From an optimization exercise on the open Yosys and OpenROAD flow, aimed at small area, a short achievable clock period and few clock cycles per item; shortcuts taken in it are not production practice.
Function was checked by simulation only, so behaviour that the tests miss may differ from the original.

--- flow/run.sh ---
#!/bin/bash
# synth_recipe.tcl (not shown) runs the flow's synth.tcl, then flattens the netlist and writes it again
# the make line also repeats each setting of config.mk as NAME=value (left out here)
make -C /OpenROAD-flow-scripts/flow DESIGN_CONFIG=/design/flow/config.mk WORK_HOME=/design/flow/orfs CLKGATE_MAP_FILE= SYNTH_SCRIPT=/design/flow/synth_recipe.tcl finish
--- flow/constraint.sdc ---
create_clock -name core_clock -period 10.0 [get_ports {clk}]
set_input_delay 2.0000 -clock core_clock [delete_from_list [all_inputs] [get_ports {clk}]]
set_output_delay 2.0000 -clock core_clock [all_outputs]
set_load 0.01 [all_outputs]
--- flow/design.v ---
`timescale 1ns / 1ps
`default_nettype none
module calibrated_field_angle (
	input  wire        clk,
	input  wire        arst_n,
	input  wire        sample_valid,
	output wire        sample_ready,
	input  wire [15:0] sample_field_x,
	input  wire [15:0] sample_field_y,
	input  wire        sample_read_failed,
	output wire        result_valid,
	input  wire        result_ready,
	output wire [15:0] result_angle,
	output wire        result_failed,
	input  wire        cfg_valid,
	output wire        cfg_ready,
	input  wire [2:0]  cfg_index,
	input  wire [15:0] cfg_data
);
	reg  [15:0] x_offset_q, y_offset_q, x_scale_q, y_scale_q, zero_angle_q;
	reg         reverse_dir_q;
	wire        adv;
	assign cfg_ready = 1'b1;
	always @(posedge clk or negedge arst_n) begin
		if (!arst_n) begin
			x_offset_q    <= 16'd0;
			y_offset_q    <= 16'd0;
			x_scale_q     <= 16'd4096;
			y_scale_q     <= 16'd4096;
			zero_angle_q  <= 16'd0;
			reverse_dir_q <= 1'b0;
		end else if (cfg_valid) begin
			case (cfg_index)
				3'd0: x_offset_q    <= cfg_data;
				3'd1: y_offset_q    <= cfg_data;
				3'd2: x_scale_q     <= cfg_data;
				3'd3: y_scale_q     <= cfg_data;
				3'd4: zero_angle_q  <= cfg_data;
				3'd5: reverse_dir_q <= cfg_data[0];
				default: ;
			endcase
		end
	end
	assign sample_ready = adv;
	wire signed [16:0] dx = $signed({sample_field_x[15], sample_field_x}) - $signed({x_offset_q[15], x_offset_q});
	wire signed [16:0] dy = $signed({sample_field_y[15], sample_field_y}) - $signed({y_offset_q[15], y_offset_q});
	wire signed [16:0] ndx = $signed({x_offset_q[15], x_offset_q}) - $signed({sample_field_x[15], sample_field_x});
	wire signed [16:0] ndy = $signed({y_offset_q[15], y_offset_q}) - $signed({sample_field_y[15], sample_field_y});
	reg         va;
	reg  [15:0] ax_a, ay_a;
	reg         sx_a, sy_a, f_a;
	always @(posedge clk or negedge arst_n)
		if (!arst_n) va <= 1'b0;
		else if (adv) va <= sample_valid;
	always @(posedge clk)
		if (adv) begin
			ax_a <= dx[16] ? ndx[15:0] : dx[15:0];
			ay_a <= dy[16] ? ndy[15:0] : dy[15:0];
			sx_a <= dx[16];
			sy_a <= dy[16];
			f_a  <= sample_read_failed;
		end
	reg         vb;
	reg  [31:0] a_b, b_b;
	reg         npx_b, npy_b, bz_b, z_b, f_b;
	wire        xz = (ax_a == 16'd0) || (x_scale_q == 16'd0);
	wire        yz = (ay_a == 16'd0) || (y_scale_q == 16'd0);
	always @(posedge clk or negedge arst_n)
		if (!arst_n) vb <= 1'b0;
		else if (adv) vb <= va;
	always @(posedge clk)
		if (adv) begin
			a_b   <= ax_a * x_scale_q;
			b_b   <= ay_a * y_scale_q;
			npx_b <= sx_a && !xz;
			npy_b <= sy_a && !yz;
			bz_b  <= yz;
			z_b   <= xz && yz;
			f_b   <= f_a;
		end
	wire d0_c0 = npx_b ? (npy_b || bz_b) : !npy_b;
	wire [32:0] x1_c0 = {1'b0, a_b} + {1'b0, b_b};
	wire signed [32:0] y1_c0 = d0_c0 ? ($signed({1'b0, b_b}) - $signed({1'b0, a_b})) : ($signed({1'b0, a_b}) - $signed({1'b0, b_b}));
	wire d1_c0 = !y1_c0[32];
	wire signed [35:0] xe1_c0 = $signed({3'd0, x1_c0});
	wire signed [35:0] ye1_c0 = y1_c0;
	wire signed [35:0] xs1_c0 = xe1_c0 >>> 1;
	wire signed [35:0] ys1_c0 = ye1_c0 >>> 1;
	wire signed [35:0] yn1_c0 = ye1_c0 + (xs1_c0 ^ {36{d1_c0}}) + {35'd0, d1_c0};
	wire signed [32:0] y2_c0 = yn1_c0[32:0];
	wire signed [35:0] xn1_c0 = xe1_c0 + (ys1_c0 ^ {36{!d1_c0}}) + {35'd0, !d1_c0};
	wire [32:0] x2_c0 = xn1_c0[32:0];
	reg v_c0, f_c0, z_c0;
	always @(posedge clk or negedge arst_n)
		if (!arst_n) v_c0 <= 1'b0;
		else if (adv) v_c0 <= vb;
	reg [2:0] dec_c0;
	reg [32:0] xr_c0;
	reg signed [32:0] yr_c0;
	always @(posedge clk)
		if (adv) begin
			dec_c0 <= {d1_c0, d0_c0, npx_b};
			f_c0 <= f_b;
			z_c0 <= z_b;
			xr_c0 <= x2_c0;
			yr_c0 <= y2_c0;
		end
	wire d2_c1 = !yr_c0[32];
	wire signed [35:0] xe2_c1 = $signed({3'd0, xr_c0});
	wire signed [35:0] ye2_c1 = yr_c0;
	wire signed [35:0] xs2_c1 = xe2_c1 >>> 2;
	wire signed [35:0] ys2_c1 = ye2_c1 >>> 2;
	wire signed [35:0] yn2_c1 = ye2_c1 + (xs2_c1 ^ {36{d2_c1}}) + {35'd0, d2_c1};
	wire signed [32:0] y3_c1 = yn2_c1[32:0];
	wire signed [35:0] xn2_c1 = xe2_c1 + (ys2_c1 ^ {36{!d2_c1}}) + {35'd0, !d2_c1};
	wire [33:0] x3_c1 = xn2_c1[33:0];
	wire d3_c1 = !y3_c1[32];
	wire signed [35:0] xe3_c1 = $signed({2'd0, x3_c1});
	wire signed [35:0] ye3_c1 = y3_c1;
	wire signed [35:0] xs3_c1 = xe3_c1 >>> 3;
	wire signed [35:0] ys3_c1 = ye3_c1 >>> 3;
	wire signed [35:0] yn3_c1 = ye3_c1 + (xs3_c1 ^ {36{d3_c1}}) + {35'd0, d3_c1};
	wire signed [31:0] y4_c1 = yn3_c1[31:0];
	wire signed [35:0] xn3_c1 = xe3_c1 + (ys3_c1 ^ {36{!d3_c1}}) + {35'd0, !d3_c1};
	wire [33:0] x4_c1 = xn3_c1[33:0];
	reg v_c1, f_c1, z_c1;
	always @(posedge clk or negedge arst_n)
		if (!arst_n) v_c1 <= 1'b0;
		else if (adv) v_c1 <= v_c0;
	reg [4:0] dec_c1;
	reg [33:0] xr_c1;
	reg signed [31:0] yr_c1;
	always @(posedge clk)
		if (adv) begin
			dec_c1 <= {d3_c1, d2_c1, dec_c0[2], dec_c0[1], dec_c0[0]};
			f_c1 <= f_c0;
			z_c1 <= z_c0;
			xr_c1 <= x4_c1;
			yr_c1 <= y4_c1;
		end
	wire d4_c2 = !yr_c1[31];
	wire signed [35:0] xe4_c2 = $signed({2'd0, xr_c1});
	wire signed [35:0] ye4_c2 = yr_c1;
	wire signed [35:0] xs4_c2 = xe4_c2 >>> 4;
	wire signed [35:0] ys4_c2 = ye4_c2 >>> 4;
	wire signed [35:0] yn4_c2 = ye4_c2 + (xs4_c2 ^ {36{d4_c2}}) + {35'd0, d4_c2};
	wire signed [30:0] y5_c2 = yn4_c2[30:0];
	wire signed [35:0] xn4_c2 = xe4_c2 + (ys4_c2 ^ {36{!d4_c2}}) + {35'd0, !d4_c2};
	wire [33:0] x5_c2 = xn4_c2[33:0];
	wire d5_c2 = !y5_c2[30];
	wire signed [35:0] xe5_c2 = $signed({2'd0, x5_c2});
	wire signed [35:0] ye5_c2 = y5_c2;
	wire signed [35:0] xs5_c2 = xe5_c2 >>> 5;
	wire signed [35:0] ys5_c2 = ye5_c2 >>> 5;
	wire signed [35:0] yn5_c2 = ye5_c2 + (xs5_c2 ^ {36{d5_c2}}) + {35'd0, d5_c2};
	wire signed [29:0] y6_c2 = yn5_c2[29:0];
	wire signed [35:0] xn5_c2 = xe5_c2 + (ys5_c2 ^ {36{!d5_c2}}) + {35'd0, !d5_c2};
	wire [33:0] x6_c2 = xn5_c2[33:0];
	reg v_c2, f_c2, z_c2;
	always @(posedge clk or negedge arst_n)
		if (!arst_n) v_c2 <= 1'b0;
		else if (adv) v_c2 <= v_c1;
	reg [6:0] dec_c2;
	reg [33:0] xr_c2;
	reg signed [29:0] yr_c2;
	always @(posedge clk)
		if (adv) begin
			dec_c2 <= {d5_c2, d4_c2, dec_c1[4], dec_c1[3], dec_c1[2], dec_c1[1], dec_c1[0]};
			f_c2 <= f_c1;
			z_c2 <= z_c1;
			xr_c2 <= x6_c2;
			yr_c2 <= y6_c2;
		end
	wire d6_c3 = !yr_c2[29];
	wire signed [35:0] xe6_c3 = $signed({2'd0, xr_c2});
	wire signed [35:0] ye6_c3 = yr_c2;
	wire signed [35:0] xs6_c3 = xe6_c3 >>> 6;
	wire signed [35:0] ys6_c3 = ye6_c3 >>> 6;
	wire signed [35:0] yn6_c3 = ye6_c3 + (xs6_c3 ^ {36{d6_c3}}) + {35'd0, d6_c3};
	wire signed [28:0] y7_c3 = yn6_c3[28:0];
	wire signed [35:0] xn6_c3 = xe6_c3 + (ys6_c3 ^ {36{!d6_c3}}) + {35'd0, !d6_c3};
	wire [33:0] x7_c3 = xn6_c3[33:0];
	wire d7_c3 = !y7_c3[28];
	wire signed [35:0] xe7_c3 = $signed({2'd0, x7_c3});
	wire signed [35:0] ye7_c3 = y7_c3;
	wire signed [35:0] xs7_c3 = xe7_c3 >>> 7;
	wire signed [35:0] ys7_c3 = ye7_c3 >>> 7;
	wire signed [35:0] yn7_c3 = ye7_c3 + (xs7_c3 ^ {36{d7_c3}}) + {35'd0, d7_c3};
	wire signed [27:0] y8_c3 = yn7_c3[27:0];
	wire signed [35:0] xn7_c3 = xe7_c3 + (ys7_c3 ^ {36{!d7_c3}}) + {35'd0, !d7_c3};
	wire [33:0] x8_c3 = xn7_c3[33:0];
	reg v_c3, f_c3, z_c3;
	always @(posedge clk or negedge arst_n)
		if (!arst_n) v_c3 <= 1'b0;
		else if (adv) v_c3 <= v_c2;
	reg [8:0] dec_c3;
	reg [33:0] xr_c3;
	reg signed [27:0] yr_c3;
	always @(posedge clk)
		if (adv) begin
			dec_c3 <= {d7_c3, d6_c3, dec_c2[6], dec_c2[5], dec_c2[4], dec_c2[3], dec_c2[2], dec_c2[1], dec_c2[0]};
			f_c3 <= f_c2;
			z_c3 <= z_c2;
			xr_c3 <= x8_c3;
			yr_c3 <= y8_c3;
		end
	wire d8_c4 = !yr_c3[27];
	wire signed [35:0] xe8_c4 = $signed({2'd0, xr_c3});
	wire signed [35:0] ye8_c4 = yr_c3;
	wire signed [35:0] xs8_c4 = xe8_c4 >>> 8;
	wire signed [35:0] ys8_c4 = ye8_c4 >>> 8;
	wire signed [35:0] yn8_c4 = ye8_c4 + (xs8_c4 ^ {36{d8_c4}}) + {35'd0, d8_c4};
	wire signed [26:0] y9_c4 = yn8_c4[26:0];
	wire signed [35:0] xn8_c4 = xe8_c4 + (ys8_c4 ^ {36{!d8_c4}}) + {35'd0, !d8_c4};
	wire [33:0] x9_c4 = xn8_c4[33:0];
	wire d9_c4 = !y9_c4[26];
	wire signed [35:0] xe9_c4 = $signed({2'd0, x9_c4});
	wire signed [35:0] ye9_c4 = y9_c4;
	wire signed [35:0] xs9_c4 = xe9_c4 >>> 9;
	wire signed [35:0] ys9_c4 = ye9_c4 >>> 9;
	wire signed [35:0] yn9_c4 = ye9_c4 + (xs9_c4 ^ {36{d9_c4}}) + {35'd0, d9_c4};
	wire signed [25:0] y10_c4 = yn9_c4[25:0];
	wire signed [35:0] xn9_c4 = xe9_c4 + (ys9_c4 ^ {36{!d9_c4}}) + {35'd0, !d9_c4};
	wire [33:0] x10_c4 = xn9_c4[33:0];
	reg v_c4, f_c4, z_c4;
	always @(posedge clk or negedge arst_n)
		if (!arst_n) v_c4 <= 1'b0;
		else if (adv) v_c4 <= v_c3;
	reg [10:0] dec_c4;
	reg [33:0] xr_c4;
	reg signed [25:0] yr_c4;
	always @(posedge clk)
		if (adv) begin
			dec_c4 <= {d9_c4, d8_c4, dec_c3[8], dec_c3[7], dec_c3[6], dec_c3[5], dec_c3[4], dec_c3[3], dec_c3[2], dec_c3[1], dec_c3[0]};
			f_c4 <= f_c3;
			z_c4 <= z_c3;
			xr_c4 <= x10_c4;
			yr_c4 <= y10_c4;
		end
	wire d10_c5 = !yr_c4[25];
	wire signed [35:0] xe10_c5 = $signed({2'd0, xr_c4});
	wire signed [35:0] ye10_c5 = yr_c4;
	wire signed [35:0] xs10_c5 = xe10_c5 >>> 10;
	wire signed [35:0] ys10_c5 = ye10_c5 >>> 10;
	wire signed [35:0] yn10_c5 = ye10_c5 + (xs10_c5 ^ {36{d10_c5}}) + {35'd0, d10_c5};
	wire signed [24:0] y11_c5 = yn10_c5[24:0];
	wire signed [35:0] xn10_c5 = xe10_c5 + (ys10_c5 ^ {36{!d10_c5}}) + {35'd0, !d10_c5};
	wire [33:0] x11_c5 = xn10_c5[33:0];
	wire d11_c5 = !y11_c5[24];
	wire signed [35:0] xe11_c5 = $signed({2'd0, x11_c5});
	wire signed [35:0] ye11_c5 = y11_c5;
	wire signed [35:0] xs11_c5 = xe11_c5 >>> 11;
	wire signed [35:0] ys11_c5 = ye11_c5 >>> 11;
	wire signed [35:0] yn11_c5 = ye11_c5 + (xs11_c5 ^ {36{d11_c5}}) + {35'd0, d11_c5};
	wire signed [23:0] y12_c5 = yn11_c5[23:0];
	wire signed [35:0] xn11_c5 = xe11_c5 + (ys11_c5 ^ {36{!d11_c5}}) + {35'd0, !d11_c5};
	wire [33:0] x12_c5 = xn11_c5[33:0];
	reg v_c5, f_c5, z_c5;
	always @(posedge clk or negedge arst_n)
		if (!arst_n) v_c5 <= 1'b0;
		else if (adv) v_c5 <= v_c4;
	reg [12:0] dec_c5;
	reg [33:0] xr_c5;
	reg signed [23:0] yr_c5;
	always @(posedge clk)
		if (adv) begin
			dec_c5 <= {d11_c5, d10_c5, dec_c4[10], dec_c4[9], dec_c4[8], dec_c4[7], dec_c4[6], dec_c4[5], dec_c4[4], dec_c4[3], dec_c4[2], dec_c4[1], dec_c4[0]};
			f_c5 <= f_c4;
			z_c5 <= z_c4;
			xr_c5 <= x12_c5;
			yr_c5 <= y12_c5;
		end
	wire d12_c6 = !yr_c5[23];
	wire signed [35:0] xe12_c6 = $signed({2'd0, xr_c5});
	wire signed [35:0] ye12_c6 = yr_c5;
	wire signed [35:0] xs12_c6 = xe12_c6 >>> 12;
	wire signed [35:0] ys12_c6 = ye12_c6 >>> 12;
	wire signed [35:0] yn12_c6 = ye12_c6 + (xs12_c6 ^ {36{d12_c6}}) + {35'd0, d12_c6};
	wire signed [22:0] y13_c6 = yn12_c6[22:0];
	wire signed [35:0] xn12_c6 = xe12_c6 + (ys12_c6 ^ {36{!d12_c6}}) + {35'd0, !d12_c6};
	wire [33:0] x13_c6 = xn12_c6[33:0];
	wire d13_c6 = !y13_c6[22];
	wire signed [35:0] xe13_c6 = $signed({2'd0, x13_c6});
	wire signed [35:0] ye13_c6 = y13_c6;
	wire signed [35:0] xs13_c6 = xe13_c6 >>> 13;
	wire signed [35:0] ys13_c6 = ye13_c6 >>> 13;
	wire signed [35:0] yn13_c6 = ye13_c6 + (xs13_c6 ^ {36{d13_c6}}) + {35'd0, d13_c6};
	wire signed [21:0] y14_c6 = yn13_c6[21:0];
	wire signed [35:0] xn13_c6 = xe13_c6 + (ys13_c6 ^ {36{!d13_c6}}) + {35'd0, !d13_c6};
	wire [33:0] x14_c6 = xn13_c6[33:0];
	reg v_c6, f_c6, z_c6;
	always @(posedge clk or negedge arst_n)
		if (!arst_n) v_c6 <= 1'b0;
		else if (adv) v_c6 <= v_c5;
	reg [14:0] dec_c6;
	reg [33:0] xr_c6;
	reg signed [21:0] yr_c6;
	always @(posedge clk)
		if (adv) begin
			dec_c6 <= {d13_c6, d12_c6, dec_c5[12], dec_c5[11], dec_c5[10], dec_c5[9], dec_c5[8], dec_c5[7], dec_c5[6], dec_c5[5], dec_c5[4], dec_c5[3], dec_c5[2], dec_c5[1], dec_c5[0]};
			f_c6 <= f_c5;
			z_c6 <= z_c5;
			xr_c6 <= x14_c6;
			yr_c6 <= y14_c6;
		end
	wire d14_c7 = !yr_c6[21];
	wire signed [35:0] xe14_c7 = $signed({2'd0, xr_c6});
	wire signed [35:0] ye14_c7 = yr_c6;
	wire signed [35:0] xs14_c7 = xe14_c7 >>> 14;
	wire signed [35:0] ys14_c7 = ye14_c7 >>> 14;
	wire signed [35:0] yn14_c7 = ye14_c7 + (xs14_c7 ^ {36{d14_c7}}) + {35'd0, d14_c7};
	wire signed [20:0] y15_c7 = yn14_c7[20:0];
	wire d15_c7 = !y15_c7[20];
	reg v_c7, f_c7, z_c7;
	always @(posedge clk or negedge arst_n)
		if (!arst_n) v_c7 <= 1'b0;
		else if (adv) v_c7 <= v_c6;
	reg [16:0] dec_c7;
	always @(posedge clk)
		if (adv) begin
			dec_c7 <= {d15_c7, d14_c7, dec_c6[14], dec_c6[13], dec_c6[12], dec_c6[11], dec_c6[10], dec_c6[9], dec_c6[8], dec_c6[7], dec_c6[6], dec_c6[5], dec_c6[4], dec_c6[3], dec_c6[2], dec_c6[1], dec_c6[0]};
			f_c7 <= f_c6;
			z_c7 <= z_c6;
		end
	wire [31:0] acc = 32'hB8F9ADE9
		+ {dec_c7[0], 31'd0}
		+ (dec_c7[1] ? 32'h40000000 : 32'd0)
		+ (dec_c7[2] ? 32'h25C80A3A : 32'd0)
		+ (dec_c7[3] ? 32'h13F670B6 : 32'd0)
		+ (dec_c7[4] ? 32'h0A2223A8 : 32'd0)
		+ (dec_c7[5] ? 32'h05161A86 : 32'd0)
		+ (dec_c7[6] ? 32'h028BAFC2 : 32'd0)
		+ (dec_c7[7] ? 32'h0145EC3C : 32'd0)
		+ (dec_c7[8] ? 32'h00A2F8AA : 32'd0)
		+ (dec_c7[9] ? 32'h00517CA6 : 32'd0)
		+ (dec_c7[10] ? 32'h0028BE5E : 32'd0)
		+ (dec_c7[11] ? 32'h00145F30 : 32'd0)
		+ (dec_c7[12] ? 32'h000A2F98 : 32'd0)
		+ (dec_c7[13] ? 32'h000517CC : 32'd0)
		+ (dec_c7[14] ? 32'h00028BE6 : 32'd0)
		+ (dec_c7[15] ? 32'h000145F2 : 32'd0)
		+ (dec_c7[16] ? 32'h0000A2F8 : 32'd0);
	reg         vp, fp;
	reg  [15:0] theta_p;
	always @(posedge clk or negedge arst_n)
		if (!arst_n) vp <= 1'b0;
		else if (adv) vp <= v_c7;
	always @(posedge clk)
		if (adv) begin
			fp      <= f_c7;
			theta_p <= z_c7 ? 16'd0 : acc[31:16];
		end
	wire [15:0] diff = theta_p - zero_angle_q;
	wire [15:0] ndiff = zero_angle_q - theta_p;
	wire [15:0] ang = fp ? 16'd0 : (reverse_dir_q ? ndiff : diff);
	reg         out_v_q, skid_v_q;
	reg  [15:0] out_ang_q, skid_ang_q;
	reg         out_fail_q, skid_fail_q;
	assign adv = !skid_v_q;
	always @(posedge clk or negedge arst_n) begin
		if (!arst_n) begin
			out_v_q  <= 1'b0;
			skid_v_q <= 1'b0;
		end else if (skid_v_q) begin
			if (result_ready) skid_v_q <= 1'b0;
		end else if (!out_v_q || result_ready) begin
			out_v_q <= vp;
		end else if (vp) begin
			skid_v_q <= 1'b1;
		end
	end
	always @(posedge clk) begin
		if (skid_v_q) begin
			if (result_ready) begin
				out_ang_q  <= skid_ang_q;
				out_fail_q <= skid_fail_q;
			end
		end else if (!out_v_q || result_ready) begin
			out_ang_q  <= ang;
			out_fail_q <= fp;
		end else begin
			skid_ang_q  <= ang;
			skid_fail_q <= fp;
		end
	end
	assign result_valid  = out_v_q;
	assign result_angle  = out_ang_q;
	assign result_failed = out_fail_q;
endmodule
`default_nettype wire
--- flow/config.mk ---
export PLATFORM = sky130hd
export DESIGN_NAME = calibrated_field_angle
export DESIGN_NICKNAME = calibrated_field_angle
export VERILOG_FILES = /design/flow/design.v
export SDC_FILE = /design/flow/constraint.sdc
export NUM_CORES = 4
export LEC_CHECK = 0
export CAP_MARGIN = 20
export CORE_MARGIN = 2
export CORE_UTILIZATION = 40
export SLEW_MARGIN = 20
==> summary.md <==
| Metric | Value |
|---|---|
| Count of buffer and inverter cells on the critical path | 4 |
| Hold_ws | approximately 0.39 ns |
| Number of CTS-inserted buffers | 91 |
| Area occupied by multi-input gates | about 65,000 sq um |
| Routed wire length | ~260 mm |
| Syn. warnings | 1 |
| Ratio of routed vias to standard cells | roughly 5.5 |
| Final number of setup-violating endpoints | 0 |
| Initial core utilization | between 40% and 50% |
| Fmax | 0.129 GHz |
| TritonCTS Sinks | roughly 760 |
| Die Height | roughly 480 um |
| Fraction of final layout cells sized beyond drive strength 1 | 3.79% |
| Cell at the root of the clock tree | sky130_fd_sc_hd__clkbuf_16 |
| Via count | 71,100 |
| Final count of pins violating max slew | 0 |
| Clock tree from TritonCTS | done |
| Number of synthesized flops with an enable pin | between 600 and 700 |
| Top Ports | 77 |
| Detailed-route DRC error count | 0 |
| Status | no timing/DRC/antenna violations |
| Critical-path maximum fanout | 25 |
| Worst path required time | ~10 ns |
| Number of nets in the layout | between 10,000 and 15,000 |
| Die X | a little under 500 um |
| Most frequent CP cell | sky130_fd_sc_hd__a21oi_1 |
| Post-CTS setup-driven buffer insertion count | 0 |
| Gp weighted congestion | between 0.9 and 1 |
| Total negative slack for setup checks | 0 ns |
| Delay of the slowest cell on the worst path | about 0.67 ns |
| Number of different library cells in the post-synthesis netlist | 113 |
| Total routing usage reported by global routing | approximately 22% |
| Clock latency at the later pin of the worst-skew pair | approximately 0.74 ns |
| Gates resized, CTS repair | 0 |
| Final HPWL from detailed placement | between 200 and 250 mm |
| Slowest cell on the critical path | sky130_fd_sc_hd__or4_1 |
| Number of global-route vias before repair | slightly above 70,000 |
| Filler Cells Inserted | 22,400 |
| Number of nets with antenna violations after detailed routing | 0 |
| Worst path arrival time | approximately 8.2 ns |
| Post-synthesis to final-layout area growth | 7.67% |
| Area of the mapped netlist | ~93,000 sq um |
| Overall die area | 235,000 sq um |
| Transition at the pin with the smallest max-transition slack | between 1 and 1.5 ns |
| Syn_area_per_cell | roughly 9.3 sq um |
| Sequential area share after synthesis | 24.3% |
| Buffer depth of the longest clock path | 3 |
| Proportion of register bits with asynchronous set or reset after synthesis | 12.3% |
| Worst Hold Class | reg -> reg |
| FF+latch count, synth | 763 |
| Total of max-cap violations | 0 |
| Crit path launch type | flop |
| Pin count of the biggest net entering global routing | 103 |
| Average detailed-routed wire length per instance | 20.0 um |
| Tightest slew margin relative to the limit | between 20% and 30% |
| Worst-path clk slew | 0.06 ns |
| Area occupied by registers | between 20,000 and 25,000 sq um |
| First-pass GRT wire length | a little over 400 mm |
| Final cycle utilization of the critical path | 77.6% |
| Time the final worst path needs with I/O delays and setup | just under 8 ns |
| Unrepaired setup endpoints after global routing | no |
| Synthesized netlist net count | around 12,000 |
| CP endpoint kind | flop |
| Final-report hold violation count | 0 |
| Number of antenna violations at the first check in global routing | 6 |
| Gate Count Post-Synth | ~10,000 |
| Skew final | around 0.044 ns |
| First-iteration detailed-routing DRC count | roughly 4,300 |
| Count of standard-cell rows | between 150 and 200 |
| Aggregate global routing overflow | 0 |
| Crit Path Category | reg -> reg |
| Core footprint | around 230,000 sq um |
| Top flip-flop cell by instance count after synthesis | sky130_fd_sc_hd__edfxtp_1 |
| Number of port buffers | 75 |
| Router iterations before antenna repair | 6 |
| Hold buffers post-CTS | 0 |
| Htree depth | 3 |
| Gate family responsible for the most delay along the worst path | compound AO/OA/AOI/OAI gates |
==> registers in the layout (all words and copies together), names as in the netlist, 26 cells and up <==
name,count
xr_c5,34
b_b,32
a_b,32
yr_c1,32
xr_c3,34
yr_c2,30
yr_c4,26
xr_c0,33
xr_c2,34
xr_c4,34
yr_c3,28
yr_c0,33
xr_c1,34
==> per-stage QoR <==
step	area [sq um]	worst slack (ns)	utilization (%)	cells
after CTS	99500	2.28	43.3	13000
after global routing	99600	1.60	43.3	13000
after global placement	96500	2.39	42.0	12800
final	99600	2.24	43.3	13000
after detailed placement	96500	2.31	42.0	12800
after floorplan	92500	1.34	-	9958
==> logic make-up after synthesis <==
| kind of cell | Yosys count | share of synthesized area [%] |
|---|---|---|
| AND/OR/NAND/NOR | 2378 | 12.7 |
| AO/OA/AOI/OAI | 2264 | 15.8 |
| adder cells (fa/ha/maj) | 1649 | 26.6 |
| XOR/XNOR | 1484 | 14.1 |
| buffers and inverters | 1308 | 5.34 |
| flip-flops | 763 | 24.3 |
| multiplexers | 111 | 1.29 |
| other | 1 | 0.00405 |
==> layer usage <==
metal  up-vias  wire length, um  share of wire, %  track usage [%]
li1      34300                -                 -                -
met2      1642           131000                51             39.4
met4         6             8910               3.4             7.14
met1     34700           110000                42             26.8
met3       417             9930               3.8             2.31
met5         -               45             0.017                0
==> final timing paths <==
kind / depth (start not counted) / slack, ns / startpoint / endpoint
max: 29 / 2.24 / yr_c4[25] / xr_c5[30]
min: 0 / 0.39 / f_c2 / f_c3
max reg2reg: 29 / 2.24 / yr_c4[25] / xr_c5[30]
min reg2reg: 0 / 0.39 / f_c2 / f_c3
max in group asynchronous: 2 / 7.56 / arst_n / zero_angle_q[5]
min in group asynchronous: 1 / 1.27 / arst_n / x_offset_q[12]
==> synth_stat cells, types with 62 or more instances <==
cell type / number / area, sq um
sky130_fd_sc_hd__ha_1: 1120 / 14000
sky130_fd_sc_hd__inv_1: 1031 / 3870
sky130_fd_sc_hd__xnor2_1: 1030 / 9020
sky130_fd_sc_hd__nand2_1: 724 / 2720
sky130_fd_sc_hd__a21oi_1: 717 / 3590
sky130_fd_sc_hd__edfxtp_1: 669 / 20100
sky130_fd_sc_hd__fa_1: 529 / 10600
sky130_fd_sc_hd__nor2_1: 497 / 1870
sky130_fd_sc_hd__xor2_1: 452 / 3960
sky130_fd_sc_hd__o21ai_0: 388 / 1940
sky130_fd_sc_hd__a21o_1: 351 / 2640
sky130_fd_sc_hd__and2_1: 301 / 1880
sky130_fd_sc_hd__clkbuf_1: 204 / 766
sky130_fd_sc_hd__nand3_1: 164 / 821
sky130_fd_sc_hd__o21bai_1: 147 / 1100
sky130_fd_sc_hd__nor3_1: 139 / 696
sky130_fd_sc_hd__nand2b_1: 114 / 713
sky130_fd_sc_hd__o21a_1: 113 / 848
sky130_fd_sc_hd__dfrtp_1: 92 / 2300
sky130_fd_sc_hd__nor2b_1: 89 / 557
sky130_fd_sc_hd__and3_1: 72 / 450
sky130_fd_sc_hd__nand4_1: 72 / 450
sky130_fd_sc_hd__mux2_2: 67 / 754
sky130_fd_sc_hd__a31oi_1: 62 / 388
==> cell usage in the layout (no fill, tap or decap), types with 25 or more instances in the layout <==
master / instances
sky130_fd_sc_hd__a211oi_1: 59
sky130_fd_sc_hd__a21boi_0: 35
sky130_fd_sc_hd__a21o_1: 351
sky130_fd_sc_hd__a21oi_1: 716
sky130_fd_sc_hd__a31o_2: 25
sky130_fd_sc_hd__a31oi_1: 61
sky130_fd_sc_hd__and2_1: 301
sky130_fd_sc_hd__and3_1: 72
sky130_fd_sc_hd__buf_4: 56
sky130_fd_sc_hd__clkbuf_16: 95
sky130_fd_sc_hd__clkdlybuf4s50_1: 74
sky130_fd_sc_hd__dfrtp_1: 92
sky130_fd_sc_hd__edfxtp_1: 669
sky130_fd_sc_hd__fa_1: 529
sky130_fd_sc_hd__ha_1: 1120
sky130_fd_sc_hd__inv_1: 1031
sky130_fd_sc_hd__mux2_2: 67
sky130_fd_sc_hd__mux2i_1: 43
sky130_fd_sc_hd__nand2_1: 723
sky130_fd_sc_hd__nand2b_1: 114
sky130_fd_sc_hd__nand3_1: 164
sky130_fd_sc_hd__nand4_1: 72
sky130_fd_sc_hd__nor2_1: 497
sky130_fd_sc_hd__nor2b_1: 89
sky130_fd_sc_hd__nor3_1: 138
sky130_fd_sc_hd__nor4_1: 36
sky130_fd_sc_hd__o211ai_1: 55
sky130_fd_sc_hd__o21a_1: 113
sky130_fd_sc_hd__o21ai_0: 388
sky130_fd_sc_hd__o21bai_1: 147
sky130_fd_sc_hd__o31ai_1: 43
sky130_fd_sc_hd__or3_1: 40
sky130_fd_sc_hd__xnor2_1: 1029
sky130_fd_sc_hd__xor2_1: 451
==> cell type report <==
cell class / count / share of cell area (%)
Inverter: 1037 / 3.92
Timing Repair Buffer: 134 / 1.26
Clock inverter: 52 / 0.501
Clock buffer: 115 / 2.49
Antenna cell: 4 / 0.0100
Multi-Input combinational cell: 7887 / 65.5
Tap cell: 3026 / 3.80
Sequential cell: 763 / 22.5
Testbench counts, summed over its fixed seeds: cycles 32,096, items 32,000.

[re-timing with driven ports]
How much do the figures lean on ideal ports? The routed layout below was timed once more, with nothing changed but the port constraints. Step 1 (the two cells are an assumption about what drives the block):
set clk [get_ports {clk}]
set_driving_cell -lib_cell sky130_fd_sc_hd__clkbuf_16 $clk
set_driving_cell -lib_cell sky130_fd_sc_hd__buf_2 [delete_from_list [all_inputs] $clk]
Step 2 moves the port delays by t, midway between the first and last clock arrival at a register: inputs arrive t later, outputs are due t later. That takes back most of the time a late clock gives input paths. a / b / c = ideal / step 1 / step 2; a / b = the first two.
t, ns: 0.819
setup WS [ns]: 2.236 / 2.236 / 2.236
worst setup path after step 2: register to register
latest minus earliest clock arrival (ns): 0.055 / 0.056
pins driven straight from the clock port: 1
After both steps this run still meets setup and hold. For this run, drivers alone change the setup slack by 0.000 ns; drivers and shift together by 0.000 ns.
